This is an optimization exercise on Yosys and OpenROAD, whose aim is small area, a short achievable clock period and few clock cycles per item, not a production implementation. Where RTL was checked, it was by simulation tests only, not by an equivalence proof against the original. Only the layout flow was run in run 3; the RTL was not checked for function there.

==> flow/run.sh <==
#!/bin/bash
# synth_recipe.tcl (not shown) runs the flow's synth.tcl, then flattens the netlist and writes it again
# the make line also repeats each setting of config.mk as NAME=value (left out here)
make -C /OpenROAD-flow-scripts/flow DESIGN_CONFIG=/design/flow/config.mk WORK_HOME=/design/flow/orfs CLKGATE_MAP_FILE= SYNTH_SCRIPT=/design/flow/synth_recipe.tcl finish
==> flow/config.mk <==
export PLATFORM = sky130hd
export DESIGN_NAME = softsign_activation_top
export DESIGN_NICKNAME = softsign_activation_top
export VERILOG_FILES = /design/flow/design.v
export SDC_FILE = /design/flow/constraint.sdc
export NUM_CORES = 4
export LEC_CHECK = 0
export CAP_MARGIN = 20
export CORE_MARGIN = 2
export CORE_UTILIZATION = 40
export SETUP_SLACK_MARGIN = 2.5
export SLEW_MARGIN = 20
==> flow/constraint.sdc <==
create_clock -name core_clock -period 6.5 [get_ports {clk}]
set_input_delay 1.3000 -clock core_clock [delete_from_list [all_inputs] [get_ports {clk}]]
set_output_delay 1.3000 -clock core_clock [all_outputs]
set_load 0.01 [all_outputs]
==> flow/design.v <==
`timescale 1ns / 1ps
package ssa_pkg;
  localparam int SAMPLE_W   = 16;
  localparam int RESULT_W   = 16;
  localparam int CFG_ADDR_W = 3;
  localparam int CFG_DATA_W = 32;
  localparam logic REG_IDX_MODE = 1'b0;
  localparam int DEN_W      = 31;
  localparam int DIV_STEPS  = 15;
endpackage
`timescale 1ns / 1ps
module ssa_cfg (
  input  logic                           clk,
  input  logic                           rst_n,
  input  logic                           cfg_psel,
  input  logic                           cfg_penable,
  input  logic                           cfg_pwrite,
  input  logic [ssa_pkg::CFG_ADDR_W-1:0] cfg_paddr,
  input  logic [ssa_pkg::CFG_DATA_W-1:0] cfg_pwdata,
  output logic [ssa_pkg::CFG_DATA_W-1:0] cfg_prdata,
  output logic                           cfg_pready,
  output logic                           mode
);
  logic mode_r;
  logic mode_nxt;
  logic wr_en;
  logic reg_idx;
  assign cfg_pready = 1'b1;
  assign reg_idx    = cfg_paddr[2];
  assign wr_en      = cfg_psel && cfg_penable && cfg_pwrite && cfg_pready;
  always_comb begin
    mode_nxt = mode_r;
    if (wr_en && (reg_idx == ssa_pkg::REG_IDX_MODE)) begin
      mode_nxt = cfg_pwdata[0];
    end
  end
  always_ff @(posedge clk) begin
    if (!rst_n) begin
      mode_r <= 1'b0;
    end else begin
      mode_r <= mode_nxt;
    end
  end
  logic rd_bit;
  always_ff @(posedge clk) begin
    rd_bit <= rst_n && mode_nxt && (reg_idx == ssa_pkg::REG_IDX_MODE);
  end
  assign cfg_prdata = {{(ssa_pkg::CFG_DATA_W-1){1'b0}}, rd_bit};
  assign mode = mode_r;
endmodule
`timescale 1ns / 1ps
module ssa_front (
  input  logic                         clk,
  input  logic                         rst_n,
  input  logic                         adv,
  input  logic                         in_vld,
  input  logic [ssa_pkg::SAMPLE_W-1:0] sample,
  input  logic                         mode,
  output logic                         vld_o,
  output logic                         mode_o,
  output logic                         neg_o,
  output logic                         act_o,
  output logic                         q_o,
  output logic [18:0]                  rem_o,
  output logic [ssa_pkg::DEN_W-1:0]    den_o
);
  logic        v1, mode1, neg1;
  logic [15:0] m1, d1;
  assign m1 = sample[15] ? 16'(-sample) : sample;
  always_ff @(posedge clk) begin
    if (!rst_n) begin
      v1 <= 1'b0;
    end else if (adv) begin
      v1 <= in_vld;
    end
  end
  always_ff @(posedge clk) begin
    if (adv) begin
      mode1 <= mode;
      neg1  <= sample[15];
      d1    <= {m1[15:8] + 8'd1, m1[7:0]};
    end
  end
  logic        v2, mode2, neg2, act0, act1;
  logic [31:0] sq_s, sq_c;
  logic [30:0] ps, pc;
  ssa_sq u_sq (
    .d  (d1),
    .ps (sq_s),
    .pc (sq_c)
  );
  always_ff @(posedge clk) begin
    if (!rst_n) begin
      v2 <= 1'b0;
    end else if (adv) begin
      v2 <= v1;
    end
  end
  always_ff @(posedge clk) begin
    if (adv) begin
      mode2 <= mode1;
      neg2  <= neg1;
      act0  <= d1 < 16'd512;
      act1  <= !mode1 || (d1 <= 16'd724);
      ps    <= mode1 ? sq_s[30:0] : {15'd0, d1};
      pc    <= mode1 ? sq_c[30:0] : 31'd0;
    end
  end
  logic [18:0] r1;
  always_comb begin
    if (!mode2) begin
      r1 = {3'b000, ps[15:0]} - 19'd512;
    end else if (act0) begin
      r1 = 19'h2_0000 - ps[18:0] - pc[18:0];
    end else begin
      r1 = 19'h2_0000;
    end
  end
  always_ff @(posedge clk) begin
    if (!rst_n) begin
      vld_o <= 1'b0;
    end else if (adv) begin
      vld_o <= v2;
    end
  end
  always_ff @(posedge clk) begin
    if (adv) begin
      mode_o <= mode2;
      neg_o  <= neg2;
      act_o  <= act1;
      den_o  <= ps + pc;
      rem_o  <= r1;
      q_o    <= ~r1[18] & (act0 | ~mode2);
    end
  end
endmodule
module ssa_sq (
  input  logic [15:0] d,
  output logic [31:0] ps,
  output logic [31:0] pc
);
  logic c2, c4, c6, c8, c10, c12, c14, c16, c18, c20, c22, c24;
  logic c26, c28, c30, c32, c34, c36, c38, c40, c42, c44, c46, c48;
  logic c50, c52, c54, c56, c58, c60, c62, c64, c66, c68, c70, c72;
  logic c74, c76, c78, c80, c82, c84, c86, c88, c90, c92, c94, c96;
  logic c98, c100, c102, c104, c106, c108, c110, c112, c114, c116, c118, c120;
  logic c122, c124, c126, c128, c130, c132, c134, c136, c138, c140, c142, c144;
  logic c146, c148, c150, c152, c154, c156, c158, c160, c162, c164, c166, c168;
  logic c170, c172, c174, c176, c178, c180, c182, s1, s3, s5, s7, s9;
  logic s11, s13, s15, s17, s19, s21, s23, s25, s27, s29, s31, s33;
  logic s35, s37, s39, s41, s43, s45, s47, s49, s51, s53, s55, s57;
  logic s59, s61, s63, s65, s67, s69, s71, s73, s75, s77, s79, s81;
  logic s83, s85, s87, s89, s91, s93, s95, s97, s99, s101, s103, s105;
  logic s107, s109, s111, s113, s115, s117, s119, s121, s123, s125, s127, s129;
  logic s131, s133, s135, s137, s139, s141, s143, s145, s147, s149, s151, s153;
  logic s155, s157, s159, s161, s163, s165, s167, s169, s171, s173, s175, s177;
  logic s179, s181;
  assign s1 = (d[0] & d[11]) ^ (d[1] & d[10]);
  assign c2 = (d[0] & d[11]) & (d[1] & d[10]);
  assign s3 = (d[0] & d[12]) ^ (d[1] & d[11]);
  assign c4 = (d[0] & d[12]) & (d[1] & d[11]);
  assign s5 = (d[0] & d[13]) ^ (d[1] & d[12]) ^ (d[2] & d[11]);
  assign c6 = ((d[0] & d[13]) & (d[1] & d[12])) | ((d[0] & d[13]) & (d[2] & d[11])) | ((d[1] & d[12]) & (d[2] & d[11]));
  assign s7 = (d[3] & d[10]) ^ (d[4] & d[9]);
  assign c8 = (d[3] & d[10]) & (d[4] & d[9]);
  assign s9 = (d[0] & d[14]) ^ (d[1] & d[13]) ^ (d[2] & d[12]);
  assign c10 = ((d[0] & d[14]) & (d[1] & d[13])) | ((d[0] & d[14]) & (d[2] & d[12])) | ((d[1] & d[13]) & (d[2] & d[12]));
  assign s11 = (d[3] & d[11]) ^ (d[4] & d[10]);
  assign c12 = (d[3] & d[11]) & (d[4] & d[10]);
  assign s13 = (d[0] & d[15]) ^ (d[1] & d[14]) ^ (d[2] & d[13]);
  assign c14 = ((d[0] & d[15]) & (d[1] & d[14])) | ((d[0] & d[15]) & (d[2] & d[13])) | ((d[1] & d[14]) & (d[2] & d[13]));
  assign s15 = (d[3] & d[12]) ^ (d[4] & d[11]) ^ (d[5] & d[10]);
  assign c16 = ((d[3] & d[12]) & (d[4] & d[11])) | ((d[3] & d[12]) & (d[5] & d[10])) | ((d[4] & d[11]) & (d[5] & d[10]));
  assign s17 = (d[6] & d[9]) ^ (d[7] & d[8]);
  assign c18 = (d[6] & d[9]) & (d[7] & d[8]);
  assign s19 = (d[1] & d[15]) ^ (d[2] & d[14]) ^ (d[3] & d[13]);
  assign c20 = ((d[1] & d[15]) & (d[2] & d[14])) | ((d[1] & d[15]) & (d[3] & d[13])) | ((d[2] & d[14]) & (d[3] & d[13]));
  assign s21 = (d[4] & d[12]) ^ (d[5] & d[11]) ^ (d[6] & d[10]);
  assign c22 = ((d[4] & d[12]) & (d[5] & d[11])) | ((d[4] & d[12]) & (d[6] & d[10])) | ((d[5] & d[11]) & (d[6] & d[10]));
  assign s23 = (d[2] & d[15]) ^ (d[3] & d[14]) ^ (d[4] & d[13]);
  assign c24 = ((d[2] & d[15]) & (d[3] & d[14])) | ((d[2] & d[15]) & (d[4] & d[13])) | ((d[3] & d[14]) & (d[4] & d[13]));
  assign s25 = (d[5] & d[12]) ^ (d[6] & d[11]) ^ (d[7] & d[10]);
  assign c26 = ((d[5] & d[12]) & (d[6] & d[11])) | ((d[5] & d[12]) & (d[7] & d[10])) | ((d[6] & d[11]) & (d[7] & d[10]));
  assign s27 = (d[3] & d[15]) ^ (d[4] & d[14]) ^ (d[5] & d[13]);
  assign c28 = ((d[3] & d[15]) & (d[4] & d[14])) | ((d[3] & d[15]) & (d[5] & d[13])) | ((d[4] & d[14]) & (d[5] & d[13]));
  assign s29 = (d[4] & d[15]) ^ (d[5] & d[14]) ^ (d[6] & d[13]);
  assign c30 = ((d[4] & d[15]) & (d[5] & d[14])) | ((d[4] & d[15]) & (d[6] & d[13])) | ((d[5] & d[14]) & (d[6] & d[13]));
  assign s31 = (d[0] & d[7]) ^ (d[1] & d[6]);
  assign c32 = (d[0] & d[7]) & (d[1] & d[6]);
  assign s33 = (d[0] & d[8]) ^ (d[1] & d[7]);
  assign c34 = (d[0] & d[8]) & (d[1] & d[7]);
  assign s35 = (d[0] & d[9]) ^ (d[1] & d[8]) ^ (d[2] & d[7]);
  assign c36 = ((d[0] & d[9]) & (d[1] & d[8])) | ((d[0] & d[9]) & (d[2] & d[7])) | ((d[1] & d[8]) & (d[2] & d[7]));
  assign s37 = (d[3] & d[6]) ^ (d[4] & d[5]);
  assign c38 = (d[3] & d[6]) & (d[4] & d[5]);
  assign s39 = (d[0] & d[10]) ^ (d[1] & d[9]) ^ (d[2] & d[8]);
  assign c40 = ((d[0] & d[10]) & (d[1] & d[9])) | ((d[0] & d[10]) & (d[2] & d[8])) | ((d[1] & d[9]) & (d[2] & d[8]));
  assign s41 = (d[3] & d[7]) ^ (d[4] & d[6]);
  assign c42 = (d[3] & d[7]) & (d[4] & d[6]);
  assign s43 = s1 ^ (d[2] & d[9]) ^ (d[3] & d[8]);
  assign c44 = (s1 & (d[2] & d[9])) | (s1 & (d[3] & d[8])) | ((d[2] & d[9]) & (d[3] & d[8]));
  assign s45 = (d[4] & d[7]) ^ (d[5] & d[6]) ^ d[6];
  assign c46 = ((d[4] & d[7]) & (d[5] & d[6])) | ((d[4] & d[7]) & d[6]) | ((d[5] & d[6]) & d[6]);
  assign s47 = c2 ^ s3 ^ (d[2] & d[10]);
  assign c48 = (c2 & s3) | (c2 & (d[2] & d[10])) | (s3 & (d[2] & d[10]));
  assign s49 = (d[3] & d[9]) ^ (d[4] & d[8]) ^ (d[5] & d[7]);
  assign c50 = ((d[3] & d[9]) & (d[4] & d[8])) | ((d[3] & d[9]) & (d[5] & d[7])) | ((d[4] & d[8]) & (d[5] & d[7]));
  assign s51 = c4 ^ s5 ^ s7;
  assign c52 = (c4 & s5) | (c4 & s7) | (s5 & s7);
  assign s53 = (d[5] & d[8]) ^ (d[6] & d[7]) ^ d[7];
  assign c54 = ((d[5] & d[8]) & (d[6] & d[7])) | ((d[5] & d[8]) & d[7]) | ((d[6] & d[7]) & d[7]);
  assign s55 = c6 ^ c8 ^ s9;
  assign c56 = (c6 & c8) | (c6 & s9) | (c8 & s9);
  assign s57 = s11 ^ (d[5] & d[9]) ^ (d[6] & d[8]);
  assign c58 = (s11 & (d[5] & d[9])) | (s11 & (d[6] & d[8])) | ((d[5] & d[9]) & (d[6] & d[8]));
  assign s59 = c10 ^ c12 ^ s13;
  assign c60 = (c10 & c12) | (c10 & s13) | (c12 & s13);
  assign s61 = s15 ^ s17 ^ d[8];
  assign c62 = (s15 & s17) | (s15 & d[8]) | (s17 & d[8]);
  assign s63 = c14 ^ c16 ^ c18;
  assign c64 = (c14 & c16) | (c14 & c18) | (c16 & c18);
  assign s65 = s19 ^ s21 ^ (d[7] & d[9]);
  assign c66 = (s19 & s21) | (s19 & (d[7] & d[9])) | (s21 & (d[7] & d[9]));
  assign s67 = c20 ^ c22 ^ s23;
  assign c68 = (c20 & c22) | (c20 & s23) | (c22 & s23);
  assign s69 = s25 ^ (d[8] & d[9]) ^ d[9];
  assign c70 = (s25 & (d[8] & d[9])) | (s25 & d[9]) | ((d[8] & d[9]) & d[9]);
  assign s71 = c24 ^ c26 ^ s27;
  assign c72 = (c24 & c26) | (c24 & s27) | (c26 & s27);
  assign s73 = (d[6] & d[12]) ^ (d[7] & d[11]) ^ (d[8] & d[10]);
  assign c74 = ((d[6] & d[12]) & (d[7] & d[11])) | ((d[6] & d[12]) & (d[8] & d[10])) | ((d[7] & d[11]) & (d[8] & d[10]));
  assign s75 = c28 ^ s29 ^ (d[7] & d[12]);
  assign c76 = (c28 & s29) | (c28 & (d[7] & d[12])) | (s29 & (d[7] & d[12]));
  assign s77 = (d[8] & d[11]) ^ (d[9] & d[10]) ^ d[10];
  assign c78 = ((d[8] & d[11]) & (d[9] & d[10])) | ((d[8] & d[11]) & d[10]) | ((d[9] & d[10]) & d[10]);
  assign s79 = c30 ^ (d[5] & d[15]) ^ (d[6] & d[14]);
  assign c80 = (c30 & (d[5] & d[15])) | (c30 & (d[6] & d[14])) | ((d[5] & d[15]) & (d[6] & d[14]));
  assign s81 = (d[7] & d[13]) ^ (d[8] & d[12]) ^ (d[9] & d[11]);
  assign c82 = ((d[7] & d[13]) & (d[8] & d[12])) | ((d[7] & d[13]) & (d[9] & d[11])) | ((d[8] & d[12]) & (d[9] & d[11]));
  assign s83 = (d[6] & d[15]) ^ (d[7] & d[14]) ^ (d[8] & d[13]);
  assign c84 = ((d[6] & d[15]) & (d[7] & d[14])) | ((d[6] & d[15]) & (d[8] & d[13])) | ((d[7] & d[14]) & (d[8] & d[13]));
  assign s85 = (d[9] & d[12]) ^ (d[10] & d[11]) ^ d[11];
  assign c86 = ((d[9] & d[12]) & (d[10] & d[11])) | ((d[9] & d[12]) & d[11]) | ((d[10] & d[11]) & d[11]);
  assign s87 = (d[7] & d[15]) ^ (d[8] & d[14]) ^ (d[9] & d[13]);
  assign c88 = ((d[7] & d[15]) & (d[8] & d[14])) | ((d[7] & d[15]) & (d[9] & d[13])) | ((d[8] & d[14]) & (d[9] & d[13]));
  assign s89 = (d[8] & d[15]) ^ (d[9] & d[14]) ^ (d[10] & d[13]);
  assign c90 = ((d[8] & d[15]) & (d[9] & d[14])) | ((d[8] & d[15]) & (d[10] & d[13])) | ((d[9] & d[14]) & (d[10] & d[13]));
  assign s91 = (d[0] & d[5]) ^ (d[1] & d[4]);
  assign c92 = (d[0] & d[5]) & (d[1] & d[4]);
  assign s93 = (d[0] & d[6]) ^ (d[1] & d[5]);
  assign c94 = (d[0] & d[6]) & (d[1] & d[5]);
  assign s95 = s31 ^ (d[2] & d[5]) ^ (d[3] & d[4]);
  assign c96 = (s31 & (d[2] & d[5])) | (s31 & (d[3] & d[4])) | ((d[2] & d[5]) & (d[3] & d[4]));
  assign s97 = c32 ^ s33 ^ (d[2] & d[6]);
  assign c98 = (c32 & s33) | (c32 & (d[2] & d[6])) | (s33 & (d[2] & d[6]));
  assign s99 = c34 ^ s35 ^ s37;
  assign c100 = (c34 & s35) | (c34 & s37) | (s35 & s37);
  assign s101 = c36 ^ c38 ^ s39;
  assign c102 = (c36 & c38) | (c36 & s39) | (c38 & s39);
  assign s103 = c40 ^ c42 ^ s43;
  assign c104 = (c40 & c42) | (c40 & s43) | (c42 & s43);
  assign s105 = c44 ^ c46 ^ s47;
  assign c106 = (c44 & c46) | (c44 & s47) | (c46 & s47);
  assign s107 = c48 ^ c50 ^ s51;
  assign c108 = (c48 & c50) | (c48 & s51) | (c50 & s51);
  assign s109 = c52 ^ c54 ^ s55;
  assign c110 = (c52 & c54) | (c52 & s55) | (c54 & s55);
  assign s111 = c56 ^ c58 ^ s59;
  assign c112 = (c56 & c58) | (c56 & s59) | (c58 & s59);
  assign s113 = c60 ^ c62 ^ s63;
  assign c114 = (c60 & c62) | (c60 & s63) | (c62 & s63);
  assign s115 = c64 ^ c66 ^ s67;
  assign c116 = (c64 & c66) | (c64 & s67) | (c66 & s67);
  assign s117 = c68 ^ c70 ^ s71;
  assign c118 = (c68 & c70) | (c68 & s71) | (c70 & s71);
  assign s119 = c72 ^ c74 ^ s75;
  assign c120 = (c72 & c74) | (c72 & s75) | (c74 & s75);
  assign s121 = c76 ^ c78 ^ s79;
  assign c122 = (c76 & c78) | (c76 & s79) | (c78 & s79);
  assign s123 = c80 ^ c82 ^ s83;
  assign c124 = (c80 & c82) | (c80 & s83) | (c82 & s83);
  assign s125 = c84 ^ c86 ^ s87;
  assign c126 = (c84 & c86) | (c84 & s87) | (c86 & s87);
  assign s127 = c88 ^ s89 ^ (d[11] & d[12]);
  assign c128 = (c88 & s89) | (c88 & (d[11] & d[12])) | (s89 & (d[11] & d[12]));
  assign s129 = c90 ^ (d[9] & d[15]) ^ (d[10] & d[14]);
  assign c130 = (c90 & (d[9] & d[15])) | (c90 & (d[10] & d[14])) | ((d[9] & d[15]) & (d[10] & d[14]));
  assign s131 = (d[10] & d[15]) ^ (d[11] & d[14]) ^ (d[12] & d[13]);
  assign c132 = ((d[10] & d[15]) & (d[11] & d[14])) | ((d[10] & d[15]) & (d[12] & d[13])) | ((d[11] & d[14]) & (d[12] & d[13]));
  assign s133 = (d[0] & d[3]) ^ (d[1] & d[2]);
  assign c134 = (d[0] & d[3]) & (d[1] & d[2]);
  assign s135 = (d[0] & d[4]) ^ (d[1] & d[3]);
  assign c136 = (d[0] & d[4]) & (d[1] & d[3]);
  assign s137 = s91 ^ (d[2] & d[3]) ^ d[3];
  assign c138 = (s91 & (d[2] & d[3])) | (s91 & d[3]) | ((d[2] & d[3]) & d[3]);
  assign s139 = c92 ^ s93 ^ (d[2] & d[4]);
  assign c140 = (c92 & s93) | (c92 & (d[2] & d[4])) | (s93 & (d[2] & d[4]));
  assign s141 = c94 ^ s95 ^ d[4];
  assign c142 = (c94 & s95) | (c94 & d[4]) | (s95 & d[4]);
  assign s143 = c96 ^ s97 ^ (d[3] & d[5]);
  assign c144 = (c96 & s97) | (c96 & (d[3] & d[5])) | (s97 & (d[3] & d[5]));
  assign s145 = c98 ^ s99 ^ d[5];
  assign c146 = (c98 & s99) | (c98 & d[5]) | (s99 & d[5]);
  assign s147 = c100 ^ s101 ^ s41;
  assign c148 = (c100 & s101) | (c100 & s41) | (s101 & s41);
  assign s149 = c102 ^ s103 ^ s45;
  assign c150 = (c102 & s103) | (c102 & s45) | (s103 & s45);
  assign s151 = c104 ^ s105 ^ s49;
  assign c152 = (c104 & s105) | (c104 & s49) | (s105 & s49);
  assign s153 = c106 ^ s107 ^ s53;
  assign c154 = (c106 & s107) | (c106 & s53) | (s107 & s53);
  assign s155 = c108 ^ s109 ^ s57;
  assign c156 = (c108 & s109) | (c108 & s57) | (s109 & s57);
  assign s157 = c110 ^ s111 ^ s61;
  assign c158 = (c110 & s111) | (c110 & s61) | (s111 & s61);
  assign s159 = c112 ^ s113 ^ s65;
  assign c160 = (c112 & s113) | (c112 & s65) | (s113 & s65);
  assign s161 = c114 ^ s115 ^ s69;
  assign c162 = (c114 & s115) | (c114 & s69) | (s115 & s69);
  assign s163 = c116 ^ s117 ^ s73;
  assign c164 = (c116 & s117) | (c116 & s73) | (s117 & s73);
  assign s165 = c118 ^ s119 ^ s77;
  assign c166 = (c118 & s119) | (c118 & s77) | (s119 & s77);
  assign s167 = c120 ^ s121 ^ s81;
  assign c168 = (c120 & s121) | (c120 & s81) | (s121 & s81);
  assign s169 = c122 ^ s123 ^ s85;
  assign c170 = (c122 & s123) | (c122 & s85) | (s123 & s85);
  assign s171 = c124 ^ s125 ^ (d[10] & d[12]);
  assign c172 = (c124 & s125) | (c124 & (d[10] & d[12])) | (s125 & (d[10] & d[12]));
  assign s173 = c126 ^ s127 ^ d[12];
  assign c174 = (c126 & s127) | (c126 & d[12]) | (s127 & d[12]);
  assign s175 = c128 ^ s129 ^ (d[11] & d[13]);
  assign c176 = (c128 & s129) | (c128 & (d[11] & d[13])) | (s129 & (d[11] & d[13]));
  assign s177 = c130 ^ s131 ^ d[13];
  assign c178 = (c130 & s131) | (c130 & d[13]) | (s131 & d[13]);
  assign s179 = c132 ^ (d[11] & d[15]) ^ (d[12] & d[14]);
  assign c180 = (c132 & (d[11] & d[15])) | (c132 & (d[12] & d[14])) | ((d[11] & d[15]) & (d[12] & d[14]));
  assign s181 = (d[12] & d[15]) ^ (d[13] & d[14]) ^ d[14];
  assign c182 = ((d[12] & d[15]) & (d[13] & d[14])) | ((d[12] & d[15]) & d[14]) | ((d[13] & d[14]) & d[14]);
  assign ps[0] = d[0];
  assign pc[0] = 1'b0;
  assign ps[1] = 1'b0;
  assign pc[1] = 1'b0;
  assign ps[2] = (d[0] & d[1]);
  assign pc[2] = d[1];
  assign ps[3] = (d[0] & d[2]);
  assign pc[3] = 1'b0;
  assign ps[4] = s133;
  assign pc[4] = d[2];
  assign ps[5] = c134;
  assign pc[5] = s135;
  assign ps[6] = c136;
  assign pc[6] = s137;
  assign ps[7] = c138;
  assign pc[7] = s139;
  assign ps[8] = c140;
  assign pc[8] = s141;
  assign ps[9] = c142;
  assign pc[9] = s143;
  assign ps[10] = c144;
  assign pc[10] = s145;
  assign ps[11] = c146;
  assign pc[11] = s147;
  assign ps[12] = c148;
  assign pc[12] = s149;
  assign ps[13] = c150;
  assign pc[13] = s151;
  assign ps[14] = c152;
  assign pc[14] = s153;
  assign ps[15] = c154;
  assign pc[15] = s155;
  assign ps[16] = c156;
  assign pc[16] = s157;
  assign ps[17] = c158;
  assign pc[17] = s159;
  assign ps[18] = c160;
  assign pc[18] = s161;
  assign ps[19] = c162;
  assign pc[19] = s163;
  assign ps[20] = c164;
  assign pc[20] = s165;
  assign ps[21] = c166;
  assign pc[21] = s167;
  assign ps[22] = c168;
  assign pc[22] = s169;
  assign ps[23] = c170;
  assign pc[23] = s171;
  assign ps[24] = c172;
  assign pc[24] = s173;
  assign ps[25] = c174;
  assign pc[25] = s175;
  assign ps[26] = c176;
  assign pc[26] = s177;
  assign ps[27] = c178;
  assign pc[27] = s179;
  assign ps[28] = c180;
  assign pc[28] = s181;
  assign ps[29] = c182;
  assign pc[29] = (d[13] & d[15]);
  assign ps[30] = (d[14] & d[15]);
  assign pc[30] = d[15];
  assign ps[31] = 1'b0;
  assign pc[31] = 1'b0;
endmodule
`timescale 1ns / 1ps
module ssa_div_stage #(
  parameter int RW = 18
) (
  input  logic [RW-1:0]             rem_i,
  input  logic [ssa_pkg::DEN_W-1:0] den,
  input  logic                      act,
  output logic [RW:0]               rem_o,
  output logic                      q,
  output logic                      act_o
);
  logic [RW:0] op;
  logic        sub;
  generate
    if (RW >= ssa_pkg::DEN_W) begin : g_full
      assign op = (RW+1)'(den);
    end else begin : g_part
      assign op = {1'b0, den[RW-1:0]};
    end
    if (RW + 1 >= ssa_pkg::DEN_W) begin : g_act_full
      assign act_o = 1'b1;
    end else begin : g_act_part
      assign act_o = ~|den[ssa_pkg::DEN_W-1:RW+1];
    end
  endgenerate
  assign sub   = act & ~rem_i[RW-1];
  assign rem_o = {rem_i, 1'b0} + ((sub ? ~op : (act ? op : '0))) + (RW+1)'(sub);
  assign q     = act & ~rem_o[RW];
endmodule
`timescale 1ns / 1ps
module ssa_back (
  input  logic                         clk,
  input  logic                         rst_n,
  input  logic                         vld_i,
  input  logic                         mode_i,
  input  logic                         neg_i,
  input  logic [14:0]                  quo_i,
  output logic                         adv,
  output logic                         out_vld,
  input  logic                         out_rdy,
  output logic [ssa_pkg::RESULT_W-1:0] out_data
);
  logic                         ovld, svld, adv_r;
  logic [ssa_pkg::RESULT_W-1:0] odata, sdata;
  logic [ssa_pkg::RESULT_W-1:0] res;
  logic                         pop, push;
  assign res  = (neg_i && !mode_i) ? 16'(-{1'b0, quo_i}) : {1'b0, quo_i};
  assign adv  = adv_r;
  assign pop  = ovld && out_rdy;
  assign push = adv && vld_i;
  always_ff @(posedge clk) begin
    if (!rst_n) begin
      ovld  <= 1'b0;
      svld  <= 1'b0;
      adv_r <= 1'b1;
    end else begin
      if (pop) begin
        ovld  <= svld || push;
        svld  <= 1'b0;
        adv_r <= 1'b1;
      end else if (push) begin
        ovld  <= 1'b1;
        svld  <= ovld;
        adv_r <= !ovld;
      end
    end
  end
  always_ff @(posedge clk) begin
    if (pop && svld) begin
      odata <= sdata;
    end else if (push && (pop || !ovld)) begin
      odata <= res;
    end
    if (push && ovld && !pop) begin
      sdata <= res;
    end
  end
  assign out_vld  = ovld;
  assign out_data = odata;
endmodule
`timescale 1ns / 1ps
module softsign_activation_top (
  input  logic                           clk,
  input  logic                           rst_n,
  input  logic                           in_tvalid,
  output logic                           in_tready,
  input  logic [ssa_pkg::SAMPLE_W-1:0]   in_tdata,
  output logic                           out_tvalid,
  input  logic                           out_tready,
  output logic [ssa_pkg::RESULT_W-1:0]   out_tdata,
  input  logic                           cfg_psel,
  input  logic                           cfg_penable,
  input  logic                           cfg_pwrite,
  input  logic [ssa_pkg::CFG_ADDR_W-1:0] cfg_paddr,
  input  logic [ssa_pkg::CFG_DATA_W-1:0] cfg_pwdata,
  output logic [ssa_pkg::CFG_DATA_W-1:0] cfg_prdata,
  output logic                           cfg_pready
);
  localparam int STEPS_PER_REG = 1;
  localparam int NS  = ssa_pkg::DIV_STEPS;
  localparam int DW  = ssa_pkg::DEN_W;
  function automatic integer roff(input integer j);
    roff = 18 * j + (j * (j - 1)) / 2;
  endfunction
  function automatic integer qoff(input integer j);
    qoff = (j * (j - 1)) / 2;
  endfunction
  logic mode;
  logic adv;
  logic [NS:0]              vld_c, mode_c, neg_c, act_c;
  logic [roff(NS+1)-1:0]    rem_c;
  logic [(NS+1)*DW-1:0]     den_c;
  logic [qoff(NS+1)-1:0]    quo_c;
  assign in_tready = adv;
  ssa_cfg u_cfg (
    .clk         (clk),
    .rst_n       (rst_n),
    .cfg_psel    (cfg_psel),
    .cfg_penable (cfg_penable),
    .cfg_pwrite  (cfg_pwrite),
    .cfg_paddr   (cfg_paddr),
    .cfg_pwdata  (cfg_pwdata),
    .cfg_prdata  (cfg_prdata),
    .cfg_pready  (cfg_pready),
    .mode        (mode)
  );
  ssa_front u_front (
    .clk    (clk),
    .rst_n  (rst_n),
    .adv    (adv),
    .in_vld (in_tvalid),
    .sample (in_tdata),
    .mode   (mode),
    .vld_o  (vld_c[1]),
    .mode_o (mode_c[1]),
    .neg_o  (neg_c[1]),
    .act_o  (act_c[1]),
    .q_o    (quo_c[qoff(1)]),
    .rem_o  (rem_c[roff(1) +: 19]),
    .den_o  (den_c[DW +: DW])
  );
  assign vld_c[0]  = 1'b0;
  assign mode_c[0] = 1'b0;
  assign neg_c[0]  = 1'b0;
  assign act_c[0]  = 1'b0;
  assign rem_c[0 +: 18] = '0;
  assign den_c[0 +: DW] = '0;
  for (genvar j = 1; j < NS; j++) begin : g_step
    localparam int RW = 18 + j;
    logic [RW:0]   rem_n;
    logic          qb;
    logic          act_n;
    logic [j:0]    quo_n;
    ssa_div_stage #(.RW(RW)) u_div (
      .rem_i (rem_c[roff(j) +: RW]),
      .den   (den_c[j*DW +: DW]),
      .act   (act_c[j]),
      .rem_o (rem_n),
      .q     (qb),
      .act_o (act_n)
    );
    if (j == 0) begin : g_q0
      assign quo_n = qb;
    end else begin : g_qn
      assign quo_n = {quo_c[qoff(j) +: j], qb};
    end
    if (((j + 1) % STEPS_PER_REG == 0) || (j == NS - 1)) begin : g_reg
      logic          vld_r, mode_r, neg_r, act_r;
      logic [RW:0]   rem_r;
      logic [DW-1:0] den_r;
      logic [j:0]    quo_r;
      always_ff @(posedge clk) begin
        if (!rst_n) begin
          vld_r <= 1'b0;
        end else if (adv) begin
          vld_r <= vld_c[j];
        end
      end
      always_ff @(posedge clk) begin
        if (adv) begin
          mode_r <= mode_c[j];
          neg_r  <= neg_c[j];
          act_r  <= act_n;
          rem_r  <= rem_n;
          den_r  <= den_c[j*DW +: DW];
          quo_r  <= quo_n;
        end
      end
      assign vld_c[j+1]                 = vld_r;
      assign mode_c[j+1]                = mode_r;
      assign neg_c[j+1]                 = neg_r;
      assign act_c[j+1]                 = act_r;
      assign rem_c[roff(j+1) +: RW + 1] = rem_r;
      assign den_c[(j+1)*DW +: DW]      = den_r;
      assign quo_c[qoff(j+1) +: j + 1]  = quo_r;
    end else begin : g_comb
      assign vld_c[j+1]                 = vld_c[j];
      assign mode_c[j+1]                = mode_c[j];
      assign neg_c[j+1]                 = neg_c[j];
      assign act_c[j+1]                 = act_n;
      assign rem_c[roff(j+1) +: RW + 1] = rem_n;
      assign den_c[(j+1)*DW +: DW]      = den_c[j*DW +: DW];
      assign quo_c[qoff(j+1) +: j + 1]  = quo_n;
    end
  end
  ssa_back u_back (
    .clk      (clk),
    .rst_n    (rst_n),
    .vld_i    (vld_c[NS]),
    .mode_i   (mode_c[NS]),
    .neg_i    (neg_c[NS]),
    .quo_i    (quo_c[qoff(NS) +: NS]),
    .adv      (adv),
    .out_vld  (out_tvalid),
    .out_rdy  (out_tready),
    .out_data (out_tdata)
  );
endmodule
==> results of run 1 <==
-- repair_timing --
item | CTS | global route
setup endpoints to repair | 42 | 45
pin swaps | 2 | 3
resized for setup | 13 | 13
buffers inserted | 38 | 27
-- Yosys cell counts (8+ instances only) --
cell / number / area share, %
a2111oi_0: 13 / 0.19
a211oi_1: 25 / 0.31
a21boi_0: 12 / 0.15
a21o_1: 160 / 2.0
a21oi_1: 286 / 2.3
a221oi_1: 8 / 0.11
a31o_2: 13 / 0.19
a31oi_1: 25 / 0.26
and2_1: 421 / 4.3
and3_1: 27 / 0.28
buf_1: 27 / 0.17
buf_4: 33 / 0.41
clkbuf_1: 99 / 0.61
dfxtp_1: 22 / 0.72
edfxtp_1: 1066 / 52
fa_1: 84 / 2.8
ha_1: 429 / 8.8
inv_1: 209 / 1.3
mux2_2: 26 / 0.48
mux2i_1: 21 / 0.34
nand2_1: 206 / 1.3
nand2b_1: 56 / 0.57
nand3_1: 65 / 0.53
nand4_1: 39 / 0.40
nor2_1: 226 / 1.4
nor2b_1: 81 / 0.83
nor3_1: 58 / 0.48
nor3b_1: 14 / 0.17
nor4_1: 24 / 0.25
nor4bb_1: 11 / 0.18
o2111ai_1: 8 / 0.11
o211ai_1: 16 / 0.20
o21a_1: 60 / 0.74
o21ai_0: 153 / 1.3
o21bai_1: 36 / 0.44
o22ai_1: 19 / 0.19
o31ai_1: 28 / 0.34
or2_2: 9 / 0.092
or3_1: 15 / 0.15
or4_1: 13 / 0.16
xnor2_1: 583 / 8.4
xor2_1: 130 / 1.9
-- cell type report --
class,count,area (um^2)
Clock buffer,137,3040
Clock inverter,73,724
Fill cell,13900,83400
Inverter,210,788
Multi-Input combinational cell,3547,27300
Sequential cell,1088,32500
Tap cell,2030,2540
Timing Repair Buffer,143,1440
-- sequential cells by signal, summed over array words and instances, names as in the netlist, 11 cells and up --
name                 flops
g_step.g_reg.quo_r     119
g_step.g_reg.vld_r      14
u_back.odata            16
u_back.sdata            16
g_step.g_reg.neg_r      14
u_front.d1              16
g_step.g_reg.mode_r     14
u_front.den_o           31
u_front.rem_o           19
g_step.g_reg.den_r     403
u_front.pc              28
g_step.g_reg.rem_r     338
u_front.ps              31
g_step.g_reg.act_r      11
-- how the worst max path moves through the flow --
stage | slack (ns) | endpoint | cells after the start | from
after global routing | 2.46 | g_step[9].g_reg.rem_r[26] | 12 | g_step[8].g_reg.rem_r[26]
after floorplan | -2.31 | u_back.odata[0] | 3 | u_back.adv_r
final | 2.58 | g_step[6].g_reg.rem_r[21] | 14 | g_step[5].g_reg.rem_r[23]
after CTS | 2.29 | g_step[9].g_reg.rem_r[26] | 11 | g_step[8].g_reg.act_r
after detailed placement | 1.93 | g_step[9].g_reg.rem_r[26] | 11 | g_step[8].g_reg.act_r
after global placement | 1.93 | g_step[9].g_reg.rem_r[26] | 11 | g_step[8].g_reg.act_r
-- metal layers --
layer	up-vias	GRT usage (%)	share of wire [%]
met3	272	2.12	2.6
met4	0	6.05	4.4
met5	-	0	0
met2	481	27.2	54
met1	17200	15.2	39
li1	18200	-	-
-- worst max-delay path, stage by stage, from the launching register on --
cell and delay, ns:
edfxtp_1 0.35, buf_4 0.17, buf_4 0.18, xnor2_1 0.13, and2_1 0.15, ha_1 0.22
or3_1 0.39, o22ai_1 0.22, o21ai_1 0.17, a41oi_1 0.44, nand2b_1 0.13, a41oi_1 0.50
nor4_2 0.13, a211oi_1 0.34, xnor2_1 0.11
-- cell families (layout without fill, tap and decap cells) --
kind of cell	count (synthesis)	count (layout)
other	2	32
muxes	47	47
DFF	1088	1088
adders and majority gates	513	513
buffers and inverters	374	563
and+or+nand+nor	1294	1294
xor gates and xnor gates	713	713
AOI/OAI and AO/OA	948	948
-- through the flow --
stage               hold WS, ns  utilization [%]
floorplan                 0.400                -
global placement          0.400             42.0
detailed placement        0.405             42.0
CTS                       0.412             44.8
global route              0.422             45.0
finish                    0.406             45.0
-- cells in the final DEF, fill, tap and decap left out, types with 130 or more instances in the layout --
cell | synthesis | final
a21o_1 | 160 | 160
a21oi_1 | 286 | 280
and2_1 | 421 | 421
edfxtp_1 | 1066 | 1066
ha_1 | 429 | 429
inv_1 | 209 | 209
nand2_1 | 206 | 206
nor2_1 | 226 | 226
o21ai_0 | 153 | 152
xnor2_1 | 583 | 583
xor2_1 | 130 | 130
==> reports/qor.csv, run 1 <==
metric,value,unit
r2r_slack,2.58,ns
syn_area_per_cell,12.3,um^2
via_count,36200,
grt_max_degree,167,
grt_usage,14.1,%
synth_seq_cells,1088,
cp.arrival,4.36,ns
initial_utilization,40.2,%
setup_tns,0,ns
ctsHtreeMaxLevel,3,
clock_skew,0.0273,ns
die-area,0.156,mm^2
holdPathStages,0,
hold_path_class,reg -> reg,
fmaxAchievable,255,MHz
synth-async-reset-ratio,0,%
startpoint_type,flop,
die_w,395,um
grt_overflow_total,0,
grt_pass1_vias,36700,
synth_fa_ha_area_share,11.5,%
drcViolationCount,0,
layout.cells.non_filler,7228,
status,no timing/DRC/antenna violations,
r2r_end,g_step[6].g_reg.rem_r[21],
io_pins,109,
cts_buffers,114,
synth_compound_area_share,10.2,%
wl_per_cell,15.6,um
yosys.area_share.simple,11.5,%
port_buffers,43,
max-clock-path-buffers,3,
synth_mux_area_share,0.824,%
maxCapViolCount,0,
finalInstanceArea,0.0683,mm^2
timing.rr.start,g_step[5].g_reg.rem_r[23],
vias_per_cell,5.01,
cts_hold_buf,0,
wl,113000,um
synthCells,4979,
drive_gt1_share,7.08,%
slew_headroom,33.6,%
grt_pass1_wl,181000,um
worstRegToRegCells,14,
min_period,3.92,ns
cts.sinks,1088,
cp-end-kind,flop,
fp.coreArea,0.152,mm^2
area_growth,11.9,%
place_inst,6953,
dpl.hpwl,80700,um
min_to,g_step[3].g_reg.den_r[21],
fin_ws,2.58,ns
row_count,143,
insertion_delay,0.71,ns
ys.flop_type,edfxtp_1,
ys_types,90,
drtIter0Drc,1544,
place_congestion,0.884,
root_buffer,clkbuf_16,
netlist_area,0.0610,mm^2
hold_violations,0,
worstMarginPinSlew,0.996,ns
fin_crit_sh,60.3,%
critPathMaxFanout,9,
synth_edf_count,1066,
slew_violations,0,
final_net_count,5675,
place_worst_setup_slack,1.93,ns
cp.required,6.94,ns
hold_start,g_step[2].g_reg.den_r[21],
yosys_warnings,4,
dr.pass1.iters,6,
synth-xor-area-share,10.2,%
ant_nets,0,
dieHeight,395,um
antenna_found_initial,0,
antennaDiodeCount,0,
cts.clk_slew.worst_paths,0.06,ns
synth_top_family_by_area,adder cells,
rsz0062_at_grt,yes,
place_area,0.0637,mm^2
critPathKind,reg -> reg,
ys_seq_area_share,53.2,%
setup_viol,0,
cts_tree,built,
Testbench counts, summed over its fixed seeds: cycles 16,288, items 16,000.
==> inputs of run 2 (changes only) <==
--- a/flow/config.mk
+++ b/flow/config.mk
@@ -6,7 +6,8 @@
 export NUM_CORES = 4
 export LEC_CHECK = 0
+export ABC_AREA = 1
 export CAP_MARGIN = 20
 export CORE_MARGIN = 2
 export CORE_UTILIZATION = 40
-export SETUP_SLACK_MARGIN = 2.5
+export SETUP_SLACK_MARGIN = 3.0
 export SLEW_MARGIN = 20
==> reports/qor.csv, run 2 <==
metric,value,unit
ys.flop_type,edfxtp_1,
cp_slowest_stage_delay,0.39,ns
fmaxAchievable,301,MHz
grt_pass1_wl,262000,um
netlist_area,0.0646,mm^2
critPathMaxFanout,30,
setup_viol,0,
worstMarginPinSlew,1.05,ns
rsz0062_at_grt,yes,
dr.pass1.iters,6,
yosys.area.top_type_share,49.5,%
setup_tns,0,ns
drtIter0Drc,3727,
worstPathCellList,inv_1 -> buf_4 -> nand2_1 -> clkinv_1 -> buf_4 -> a21oi_1 -> ha_1 -> nand2_1 -> inv_1 -> a21oi_1 -> nand3_1 -> nand2_1 -> o21ai_1 -> xor2_1,
yosysMostFrequentCell,nand2_1,
hold_violations,0,
io_pins,109,
synth_seq_cells,1088,
syn_area_per_cell,9.51,um^2
use_met2,33.9,%
antennaDiodeCount,0,
synth_fa_ha_area_share,10.9,%
slowest_stage,a21oi_1,
synth_mux_area_share,0,%
dieHeight,406,um
status,no timing/DRC/antenna violations,
layout_common_cells,"nand2_1, edfxtp_1, inv_1, nor2_1, a21oi_1",
hold_ws,0.394,ns
cts_buffers,117,
max-clock-path-buffers,3,
crit_family,simple AND/OR/NAND/NOR gates,
min_period,3.32,ns
slew_headroom,29.9,%
grt_pass1_vias,44700,
synth_top_family_by_area,simple AND/OR/NAND/NOR gates,
wl,172000,um
cp-end-kind,flop,
grt_busiest_layer,met2,
synthTopCellsByArea,"edfxtp_1, ha_1, nand2_1",
maxCapViolCount,0,
synth_compound_area_share,10.6,%
row_count,147,
cp_num_buf_inv,5,
cts.sinks,1088,
drcViolationCount,0,
largest_reg_flops,403,
grt_overflow_total,0,
ctsHtreeMaxLevel,3,
synthCells,6793,
drive_gt1_share,4.44,%
hold_path_class,reg -> reg,
grt_usage,20.5,%
grt_max_degree,174,
root_buffer,clkbuf_16,
regMostFlops,g_step.g_reg.den_r,
synth-xor-area-share,6.47,%
clock_skew,0.0461,ns
via_count,47100,
dpl.hpwl,134000,um
port_buffers,43,
vias_per_cell,5.15,
largestRegisters,"g_step.g_reg.den_r: 403 flops, g_step.g_reg.rem_r: 338 flops, g_step.g_reg.quo_r: 119 flops",
synth_top_cell_by_area,edfxtp_1,
area_growth,10.6,%
final_net_count,7459,
wl_per_cell,18.9,um
mostFrequentLayoutCell,nand2_1,
fin_crit_sh,51.1,%
antenna_found_initial,1,
yosys_warnings,4,
place_congestion,0.939,
fp.coreArea,0.161,mm^2
cp.required,6.96,ns
use_met1,28.6,%
ys_top_cells_by_count,"nand2_1, edfxtp_1, inv_1, nor2_1, a21oi_1",
die_w,406,um
cts_tree,built,
insertion_delay,0.73,ns
met3_usage,2.73,%
slew_violations,0,
critPathKind,reg -> reg,
die-area,0.165,mm^2
ys_seq_area_share,50.2,%
initial_utilization,40.2,%
cp.arrival,3.79,ns
cp_common_cell,nand2_1,
cts.clk_slew.worst_paths,0.06,ns
startpoint_type,flop,
ys_types,57,
ant_nets,0,
synth-async-reset-ratio,0,%
synth_edf_count,1066,
yosys.area_share.simple,16.2,%
[run 2: cell count changes after synthesis, sizes merged, moves of 47 or more]
cell    delta
o21a      -48
nor2     +451
inv      +533
a21oi    +330
nand2   +1104
a21o     -121
nand3    +220
nand4     +47
nor2b     -81
xor2     +210
and2     -420
nand2b    -56
o21ai    +323
xnor2    -447
[run 2: final timing paths]
path / slack [ns] / to / startpoint / cells past startpoint
min reg2reg: 0.39 / g_step[9].g_reg.quo_r[2] / g_step[8].g_reg.quo_r[1] / 0
max: 3.18 / g_step[11].g_reg.rem_r[20] / g_step[10].g_reg.rem_r[28] / 14
min: 0.39 / g_step[9].g_reg.quo_r[2] / g_step[8].g_reg.quo_r[1] / 0
max reg2reg: 3.18 / g_step[11].g_reg.rem_r[20] / g_step[10].g_reg.rem_r[28] / 14
[run 2: layer usage]
layer | share of wire (%) | up-vias | wire (um)
met3 | 4.6 | 181 | 7880
met4 | 2.3 | 0 | 3920
met5 | 0 | - | 0
met1 | 46 | 22500 | 80000
li1 | - | 23400 | -
met2 | 47 | 1079 | 80600
[run 2: final cells by class]
type                    count  area [um^2]
fillers                 15300        89100
clock buffers             127         2990
inverters                 748         2820
repair inverters            1         5.00
clock inverters            89          739
repair buffers            110         1050
multi-input cells        4822        28700
flip-flops and latches   1088        32500
well taps                2160         2700
[run 2: repair_timing]
item,CTS,global route
resized for setup,4,5
cloned,0,1
endpoints found under the setup margin,15,48
pin swaps,0,1
hold buffers,0,0
endpoints found under the hold margin,0,0
setup buffers,9,29
[run 2: cells by family after synthesis]
logic type	Yosys count
and+or+nand+nor	2521
DFF	1088
AOI/OAI and AO/OA	1280
adders and majority gates	513
other	2
buffers and inverters	913
xor gates and xnor gates	476
[run 2: per-stage QoR]
stage / setup WS [ns] / util (%) / instance area [um^2] / cells
floorplan: -1.96 / - / 64800 / 6823
global placement: 2.93 / 42.0 / 67400 / 8889
detailed placement: 2.85 / 42.0 / 67400 / 8889
CTS: 3.01 / 44.3 / 71200 / 9114
global route: 2.99 / 44.5 / 71500 / 9145
finish: 3.18 / 44.5 / 71500 / 9145
==> inputs of run 3 (changes only) <==
--- a/flow/design.v
+++ b/flow/design.v
@@ -501,5 +501,5 @@
   output logic                           cfg_pready
 );
-  localparam int STEPS_PER_REG = 1;
+  localparam int STEPS_PER_REG = 2;
   localparam int NS  = ssa_pkg::DIV_STEPS;
   localparam int DW  = ssa_pkg::DEN_W;
--- a/flow/config.mk
+++ b/flow/config.mk
@@ -6,8 +6,7 @@
 export NUM_CORES = 4
 export LEC_CHECK = 0
-export ABC_AREA = 1
 export CAP_MARGIN = 20
 export CORE_MARGIN = 2
 export CORE_UTILIZATION = 40
-export SETUP_SLACK_MARGIN = 3.0
+export SETUP_SLACK_MARGIN = 1.5
 export SLEW_MARGIN = 20
==> reports/qor.csv, run 3 <==
metric,value,unit
root_buffer,clkbuf_16,
dpl.hpwl,75700,um
synth_seq_cells,675,
dieHeight,352,um
max-clock-path-buffers,3,
layout.cells.non_filler,6625,
setup_viol,0,
grt_overflow_total,0,
cts_buffers,76,
synthTopCellsByArea,"edfxtp_1, ha_1, xnor2_1",
cts_tree,built,
fillerInstances,10900,
netlist_area,0.0485,mm^2
status,no timing/DRC/antenna violations,
grt_pass1_wl,167000,um
area_growth,19.7,%
setup_tns,0,ns
place_area,0.0521,mm^2
cp-end-kind,flop,
slew_headroom,34.7,%
drtIter0Drc,1498,
finalInstanceArea,0.0581,mm^2
die_w,352,um
min_period,6.06,ns
startpoint_type,flop,
worstMarginPinSlew,0.955,ns
wl,104000,um
ys_top_cells_by_count,"edfxtp_1, xnor2_1, ha_1, nor2_1, and2_1",
fp.coreArea,0.120,mm^2
cts.clk_slew.worst_paths,0.07,ns
fin_crit_sh,93.2,%
syn_area_per_cell,10.4,um^2
fmaxAchievable,165,MHz
ctsHtreeMaxLevel,3,
multiInputGateArea,0.0290,mm^2
ys_types,89,
ant_nets,0,
hold_ws,0.406,ns
ys_seq_area_share,41.5,%
insertion_delay,0.65,ns
yosys_warnings,4,
grt_max_degree,162,
largestRegisters,"g_step.g_reg.den_r: 217 flops, g_step.g_reg.rem_r: 182 flops, g_step.g_reg.quo_r: 71 flops",
grt_pass1_vias,34100,
cts.sinks,675,
drive_gt1_share,16.2,%
antennaDiodeCount,0,
seq_area,0.0201,mm^2
clock_skew,0.0301,ns
synthCells,4646,
io_pins,109,
use_met2,31.1,%
regMostFlops,g_step.g_reg.den_r,
port_buffers,43,
cp.required,6.89,ns
cp_slowest_stage_delay,0.41,ns
rsz0062_at_grt,yes,
wl_per_cell,15.6,um
yosysMostFrequentCell,edfxtp_1,
die-area,0.124,mm^2
largest_reg_flops,217,
place_worst_setup_slack,-0.0507,ns
initial_utilization,40.4,%
synth_top_cell_by_area,edfxtp_1,
fin_ws,0.443,ns
slew_violations,0,
hold_path_class,reg -> reg,
critPathMaxFanout,7,
hold_violations,0,
synth_edf_count,659,
drcViolationCount,0,
ys.flop_type,edfxtp_1,
mostFrequentLayoutCell,edfxtp_1,
place_congestion,0.859,
antenna_found_initial,0,
met3_usage,1.89,%
grt_busiest_layer,met2,
slowest_stage,edfxtp_1,
maxCapViolCount,0,
dr.pass1.iters,5,
grt_usage,16.2,%
vias_per_cell,5.07,
final_net_count,5525,
critPathKind,reg -> reg,
row_count,127,
cp.arrival,6.45,ns
layout_common_cells,"edfxtp_1, xnor2_1, ha_1, nor2_1, and2_1",
via_count,33600,
synth-async-reset-ratio,0,%
use_met1,17.6,%
place_inst,6308,
yosys.area.top_type_share,40.8,%
==> run 3: cell count changes after synthesis, sizes merged, moves of 40 or more <==
cell	delta
nor2b	+62
a21o	+119
nor2	-292
inv	-472
edfxtp	-407
nand3	-213
o21ai	-297
nand2	-1103
a21oi	-330
o21a	+40
xor2	-215
nand4	-55
xnor2	+430
and2	+306
==> run 3: stage by stage <==
stage	util (%)
6_report	48.3
5_1_grt	48.3
4_1_cts	47.2
3_5_place_dp	43.3
3_3_place_gp	43.3
2_1_floorplan	-
==> run 3: layout make-up <==
| cell class | count | share of cell area, % |
|---|---|---|
| inverter | 271 | 1.75 |
| clock inverter | 40 | 0.644 |
| timing repair buffer | 362 | 5.96 |
| clock buffer | 97 | 3.50 |
| sequential | 675 | 34.6 |
| tap | 1612 | 3.47 |
| multi-input combinational | 3568 | 50.0 |
==> run 3: critical path, delay by kind of cell (launching register included) <==
kind	cells	cell delay, ns
AND/OR/NAND/NOR	4	0.82
buffers and inverters	5	0.74
AO/OA/AOI/OAI	17	2.99
flip-flops	1	0.41
XOR/XNOR	3	0.34
adder cells (fa/ha/maj)	2	0.50
==> run 3: kinds of logic (layout without fill, tap and decap cells) <==
family,count (synthesis),after routing,share of synthesized area [%]
buf+inv,433,770,3.68
mux,42,42,0.931
compound gates,975,975,13.0
flops,675,675,41.5
other cells,2,32,0.0155
simple gates,1315,1315,13.8
fa+ha+maj,513,513,14.5
xor+xnor,691,691,12.5
==> run 3: routing by layer <==
| layer | share of wire [%] | vias up |
|---|---|---|
| li1 | - | 17100 |
| met1 | 40 | 15900 |
| met2 | 53 | 412 |
| met3 | 2.1 | 230 |
| met4 | 4.6 | 0 |
| met5 | 0 | - |
==> run 3: worst paths after layout <==
check	startpoint	endpoint	slack (ns)	cells after the start
max	g_step[11].g_reg.rem_r[29]	g_step[13].g_reg.rem_r[29]	0.44	31
min	g_step[13].g_reg.neg_r	g_step[14].g_reg.neg_r	0.41	0
max reg2reg	g_step[11].g_reg.rem_r[29]	g_step[13].g_reg.rem_r[29]	0.44	31
min reg2reg	g_step[13].g_reg.neg_r	g_step[14].g_reg.neg_r	0.41	0
==> run 3: what timing repair did <==
action | 4_1_cts | 5_1_grt
pin swaps | 102 | 144
endpoints found under the setup margin | 129 | 130
gates resized for setup | 209 | 200
hold buffers | 0 | 0
cloned | 5 | 1
setup buffers | 116 | 58
==> inputs of run 4 (changes only) <==
--- a/flow/design.v
+++ b/flow/design.v
@@ -501,5 +501,5 @@
   output logic                           cfg_pready
 );
-  localparam int STEPS_PER_REG = 2;
+  localparam int STEPS_PER_REG = 1;
   localparam int NS  = ssa_pkg::DIV_STEPS;
   localparam int DW  = ssa_pkg::DEN_W;
--- a/flow/config.mk
+++ b/flow/config.mk
@@ -8,5 +8,6 @@
 export CAP_MARGIN = 20
 export CORE_MARGIN = 2
-export CORE_UTILIZATION = 40
-export SETUP_SLACK_MARGIN = 1.5
+export CORE_UTILIZATION = 65
+export PLACE_DENSITY = 0.75
+export SETUP_SLACK_MARGIN = 2.5
 export SLEW_MARGIN = 20
==> reports/qor.csv, run 4 <==
metric,value,unit
drive_gt1_share,6.45,%
cts_hold_buf,0,
slew_violations,0,
hold_path_class,reg -> reg,
mostFrequentLayoutCell,edfxtp_1,
antenna_found_initial,2,
r2r_slack,2.62,ns
finalInstanceArea,0.0671,mm^2
syn_area_per_cell,12.3,um^2
maxCapViolCount,0,
port_buffers,43,
place_inst,6174,
crit_family,simple AND/OR/NAND/NOR gates,
hold_violations,0,
ys_top_cells_by_count,"edfxtp_1, xnor2_1, ha_1, and2_1, a21oi_1",
setup_tns,0,ns
drtIter0Drc,2551,
ctsHtreeMaxLevel,3,
setup_viol,0,
cp-end-kind,flop,
grt_usage,23.3,%
synthTopCellsByArea,"edfxtp_1, ha_1, xnor2_1",
min_to,g_step[2].g_reg.quo_r[2],
slowest_stage,edfxtp_1,
worstMarginPinSlew,1.05,ns
fmaxAchievable,258,MHz
synth_top_cell_by_area,edfxtp_1,
root_buffer,clkbuf_16,
grt_overflow_total,0,
ys_seq_area_share,53.2,%
cp_num_buf_inv,0,
max-clock-path-buffers,3,
place_area,0.0627,mm^2
layout_common_cells,"edfxtp_1, xnor2_1, ha_1, and2_1, a21oi_1",
cp_slowest_stage_delay,0.65,ns
wl_per_cell,17.6,um
cts_tree,built,
largestRegisters,"g_step.g_reg.den_r: 403 flops, g_step.g_reg.rem_r: 338 flops, g_step.g_reg.quo_r: 119 flops",
critPathMaxFanout,11,
critical_path_depth,11,
ant_nets,0,
utilization,72.0,%
insertion_delay,0.71,ns
area_growth,9.89,%
fp.coreArea,0.0932,mm^2
dpl.hpwl,81800,um
yosys_warnings,4,
ys.flop_type,edfxtp_1,
place_worst_setup_slack,1.96,ns
cp.arrival,4.34,ns
synthCells,4979,
yosysMostFrequentCell,edfxtp_1,
largest_reg_flops,403,
vias_per_cell,5.74,
timing.rr.start,g_step[6].g_reg.rem_r[24],
min_period,3.88,ns
critPathKind,reg -> reg,
cp.required,6.95,ns
layout.cells.non_filler,6415,
startpoint_type,flop,
r2r_end,g_step[7].g_reg.quo_r[0],
regMostFlops,g_step.g_reg.den_r,
final_net_count,5635,
dieHeight,310,um
worstRegToRegCells,11,
fillerInstances,6364,
cts.sinks,1088,
holdPathStages,0,
wl,113000,um
initial_utilization,65.5,%
slew_headroom,29.8,%
die_w,310,um
synth_edf_count,1066,
drcViolationCount,0,
row_count,112,
ys_types,90,
status,no timing/DRC/antenna violations,
rsz0062_at_grt,yes,
netlist_area,0.0610,mm^2
die-area,0.0964,mm^2
synth-async-reset-ratio,0,%
fin_ws,2.62,ns
worstPathCellList,xnor2_1 -> and2_1 -> ha_1 -> nor4bb_1 -> nor4_1 -> nor4_1 -> o311a_1 -> o21a_1 -> a21boi_0 -> a21oi_1 -> and2_1,
cts_buffers,113,
io_pins,109,
hold_start,g_step[1].g_reg.quo_r[1],
grt_pass1_wl,178000,um
synth_seq_cells,1088,
via_count,36800,
grt_pass1_vias,35400,
dr.pass1.iters,6,
grt_max_degree,176,
place_congestion,0.949,
yosys.area.top_type_share,52.4,%
fin_crit_sh,59.7,%
cts.clk_slew.worst_paths,0.06,ns
clock_skew,0.0414,ns
## run 4: worst reg2reg max path, stage by stage (launching register included)
cell	delay, ns
edfxtp_1	0.65
xnor2_1	0.25
and2_1	0.19
ha_1	0.28
nor4bb_1	0.36
nor4_1	0.12
nor4_1	0.49
o311a_1	0.27
o21a_1	0.22
a21boi_0	0.12
a21oi_1	0.29
and2_1	0.42
## run 4: cell families after synthesis
logic type	share of synthesized area, %
mux	0.824
buf+inv	2.51
flops	53.2
fa+ha+maj	11.5
other cells	0.0123
xor+xnor	10.2
compound gates	10.2
simple gates	11.5
## run 4: layout make-up
type                    count  area, um^2  share of cell area, %
clock buffers             126        2880                   4.29
inverters                 210         788                   1.18
flip-flops and latches   1088       32500                   48.4
well taps                1254        1570                   2.34
repair buffers            104        1010                   1.51
clock inverters            84        1100                   1.64
multi-input cells        3547       27300                   40.7
diodes                      2        5.00                0.00746
## run 4: stage by stage
| step | hold WS, ns |
|---|---|
| after floorplan | 0.400 |
| after global placement | 0.400 |
| after detailed placement | 0.405 |
| after CTS | 0.400 |
| after global routing | 0.414 |
| final | 0.402 |
## run 4: layer usage
layer	up-vias	global-route usage (%)	part of all wire, %
met5	-	0	0
met4	0	8.38	3.2
met3	242	3.68	4.8
met2	781	42.0	52
met1	17600	28.2	40
li1	18100	-	-
## run 4: what timing repair did
action,in CTS,in global routing
setup buffers,18,11
setup endpoints to repair,23,30
pin swaps,0,2
gates resized for setup,6,13
endpoints found under the hold margin,0,0
## run 4: worst max-delay path by stage
stage / startpoint / end / slack (ns)
detailed placement: g_step[9].g_reg.rem_r[27] / g_step[10].g_reg.rem_r[28] / 1.96
finish: g_step[6].g_reg.rem_r[24] / g_step[7].g_reg.quo_r[0] / 2.62
CTS: g_step[9].g_reg.rem_r[27] / g_step[10].g_reg.rem_r[28] / 2.48
global placement: g_step[9].g_reg.rem_r[27] / g_step[10].g_reg.rem_r[28] / 2.02
floorplan: u_back.adv_r / u_back.odata[0] / -2.31
global route: g_step[8].g_reg.act_r / g_step[9].g_reg.rem_r[26] / 2.46
Testbench counts of run 4, summed over its fixed seeds: cycles 16,288, items 16,000.
==> inputs of run 5 (changes only) <==
==> flow/flow/run.sh (new file) <==
#!/bin/bash
# Standard layout, with ORFS's post-global-route power recovery turned on:
# gates off the critical paths are downsized after timing repair.
set -e
export RECOVER_POWER=100
bash standard.sh > standard_flow.log 2>&1
==> flow/standard.sh (new file) <==
#!/bin/bash
# synth_recipe.tcl (not shown) runs the flow's synth.tcl, then flattens the netlist and writes it again
# the make line also repeats each setting of config.mk as NAME=value (left out here)
make -C /OpenROAD-flow-scripts/flow DESIGN_CONFIG=/design/flow/config.mk WORK_HOME=/design/flow/orfs CLKGATE_MAP_FILE= SYNTH_SCRIPT=/design/flow/synth_recipe.tcl "${@:-finish}"
--- a/flow/config.mk
+++ b/flow/config.mk
@@ -8,6 +8,5 @@
 export CAP_MARGIN = 20
 export CORE_MARGIN = 2
-export CORE_UTILIZATION = 65
-export PLACE_DENSITY = 0.75
+export CORE_UTILIZATION = 40
 export SETUP_SLACK_MARGIN = 2.5
 export SLEW_MARGIN = 20
removed: flow/run.sh
==> reports/qor.csv, run 5 <==
metric,value,unit
dieHeight,395,um
syn_area_per_cell,12.3,um^2
root_buffer,clkbuf_16,
initial_utilization,40.2,%
use_met1,15.2,%
cp.arrival,5.38,ns
die-area,0.156,mm^2
critical_path_depth,13,
worstPathCellList,clkbuf_1 -> xnor2_1 -> and2_0 -> fa_1 -> a21o_1 -> a21oi_1 -> o21ai_0 -> a311oi_1 -> o21ai_0 -> o221ai_1 -> o21ai_0 -> a21oi_2 -> xor2_1,
cp-startpoint,g_step[1].g_reg.rem_r[19],
vias_per_cell,5.00,
r2r_slack,1.56,ns
fin_crit_sh,76.0,%
setup_tns,0,ns
grt_usage,14.1,%
check.faults,"max-capacitance violations, max-slew violations",
max-clock-path-buffers,3,
ant_nets,0,
grt_max_degree,167,
critPathMaxFanout,22,
place_area,0.0637,mm^2
ys_types,90,
synth_edf_count,1066,
cts.clk_slew.worst_paths,0.06,ns
antenna_found_initial,0,
dr.pass1.iters,7,
synth_seq_cells,1088,
wl_per_cell,15.6,um
cts_buffers,114,
via_count,36200,
grt_busiest_layer,met2,
netlist_area,0.0610,mm^2
cp.required,6.94,ns
setup_viol,0,
slew_headroom,-125,%
yosys_warnings,4,
drtIter0Drc,1584,
port_buffers,43,
ctsHtreeMaxLevel,3,
insertion_delay,0.71,ns
row_count,143,
grt_pass1_wl,181000,um
slowest_stage,clkbuf_1,
io_pins,109,
r2r_end,g_step[2].g_reg.rem_r[20],
synthCells,4979,
regMostFlops,g_step.g_reg.den_r,
hold_ws,0.408,ns
critPathKind,reg -> reg,
synth_top_cell_by_area,edfxtp_1,
startpoint_type,flop,
yosys.area.top_type_share,52.4,%
worstRegToRegCells,13,
cp_num_buf_inv,1,
slew_violations,666,
ys_seq_area_share,53.2,%
fp.coreArea,0.152,mm^2
grt_overflow_total,0,
maxCapViolCount,10,
rsz0062_at_grt,yes,
use_met2,27.2,%
min_period,4.94,ns
dpl.hpwl,80700,um
crit_family,compound AO/OA/AOI/OAI gates,
synthTopCellsByArea,"edfxtp_1, ha_1, xnor2_1",
drcViolationCount,0,
hold_start,g_step[2].g_reg.den_r[21],
status,finished with violations,
clock_skew,0.0279,ns
place_inst,6953,
cts.sinks,1088,
cts_tree,built,
cp_slowest_stage_delay,1.16,ns
cp_common_cell,o21ai_0,
fmaxAchievable,202,MHz
hold_violations,0,
wl,113000,um
utilization,44.7,%
finalInstanceArea,0.0679,mm^2
yosysMostFrequentCell,edfxtp_1,
timing.critical_path.to,g_step[2].g_reg.rem_r[20],
antennaDiodeCount,0,
largestRegisters,"g_step.g_reg.den_r: 403 flops, g_step.g_reg.rem_r: 338 flops, g_step.g_reg.quo_r: 119 flops",
synth-async-reset-ratio,0,%
hold_path_class,reg -> reg,
met3_usage,2.12,%
final_net_count,5675,
ys.flop_type,edfxtp_1,
worstMarginPinSlew,3.37,ns
mostFrequentLayoutCell,edfxtp_1,
place_congestion,0.884,
holdPathStages,0,
grt_pass1_vias,36700,
timing.rr.start,g_step[1].g_reg.rem_r[19],
area_growth,11.2,%
drive_gt1_share,5.85,%
cp-end-kind,flop,
ys_top_cells_by_count,"edfxtp_1, xnor2_1, ha_1, and2_1, a21oi_1",
layout_common_cells,"edfxtp_1, xnor2_1, ha_1, and2_1, a21oi_1",
die_w,395,um
cts_hold_buf,0,
layout.cells.non_filler,7228,
largest_reg_flops,403,
run 5: logic make-up (layout without fill, tap and decap cells):
kind of cell | after synthesis | after routing | share of synthesized area (%)
compound gates | 948 | 948 | 10.2
xor+xnor | 713 | 713 | 10.2
fa+ha+maj | 513 | 513 | 11.5
buf+inv | 374 | 563 | 2.51
flops | 1088 | 1088 | 53.2
mux | 47 | 47 | 0.824
other cells | 2 | 32 | 0.0123
simple gates | 1294 | 1294 | 11.5
run 5: final cells by class:
class                           instances  area, um^2
Sequential cell                      1088       32500
Clock inverter                         73         724
Tap cell                             2030        2540
Fill cell                           13900       83900
Timing Repair Buffer                  143        1230
Inverter                              210         788
Clock buffer                          137        3040
Multi-Input combinational cell       3547       27100
run 5: worst min-delay path by stage:
stage and to:
3_3_place_gp g_step[9].g_reg.quo_r[8], 4_1_cts g_step[3].g_reg.den_r[21], 5_1_grt g_step[5].g_reg.quo_r[2], 6_report g_step[3].g_reg.den_r[21], 3_5_place_dp g_step[10].g_reg.quo_r[3], 2_1_floorplan g_step[10].g_reg.den_r[28]
run 5: through the flow:
stage	setup WS, ns
after floorplan	-2.31
after global placement	1.93
after global routing	1.28
after detailed placement	1.93
after CTS	2.29
final	1.56
run 5: repair_timing:
item,CTS,global route
setup buffers,38,27
setup endpoints to repair,42,45
gates resized for setup,13,13
pin swaps,2,3
run 5: layer usage:
metal | wire length, um | share of wire [%]
met2 | 61300 | 54
met1 | 43700 | 39
met3 | 2750 | 2.4
met4 | 5180 | 4.6
met5 | 0 | 0

[static timing again, ports no longer ideal]
Ports are ideal in the flow. The routed layouts listed here were re-timed in OpenROAD. Step 1, drivers: a clkbuf_16 drives clk and a buf_2 each remaining input, both assumed. Step 2 also shifts input and output timing later by t, the mid clock arrival at the registers, as if the neighbouring blocks saw the same clock. a / b / c = ideal ports / drivers / drivers and shift; a / b = the first two.
run | shift t [ns] | setup slack, ns | worst setup path at the end | slew at the worst register clock pin (ns)
run 1 | 0.769 | 2.583 / 2.583 / 2.583 | register to register | 0.06 / 0.06
run 2 | 0.784 | 3.175 / 3.175 / 3.009 | input to register | 0.07 / 0.07
run 3 | 0.702 | 0.443 / 0.443 / 0.443 | register to register | 0.07 / 0.07
run 4 | 0.753 | 2.617 / 2.617 / 2.508 | input to register | 0.06 / 0.06
run 5 | 0.768 | 1.560 / 1.560 / 1.560 | register to register | 0.06 / 0.06
The setup slack of run 2, which loses most, moves by 0.000 ns with the drivers and by -0.166 ns with both steps.
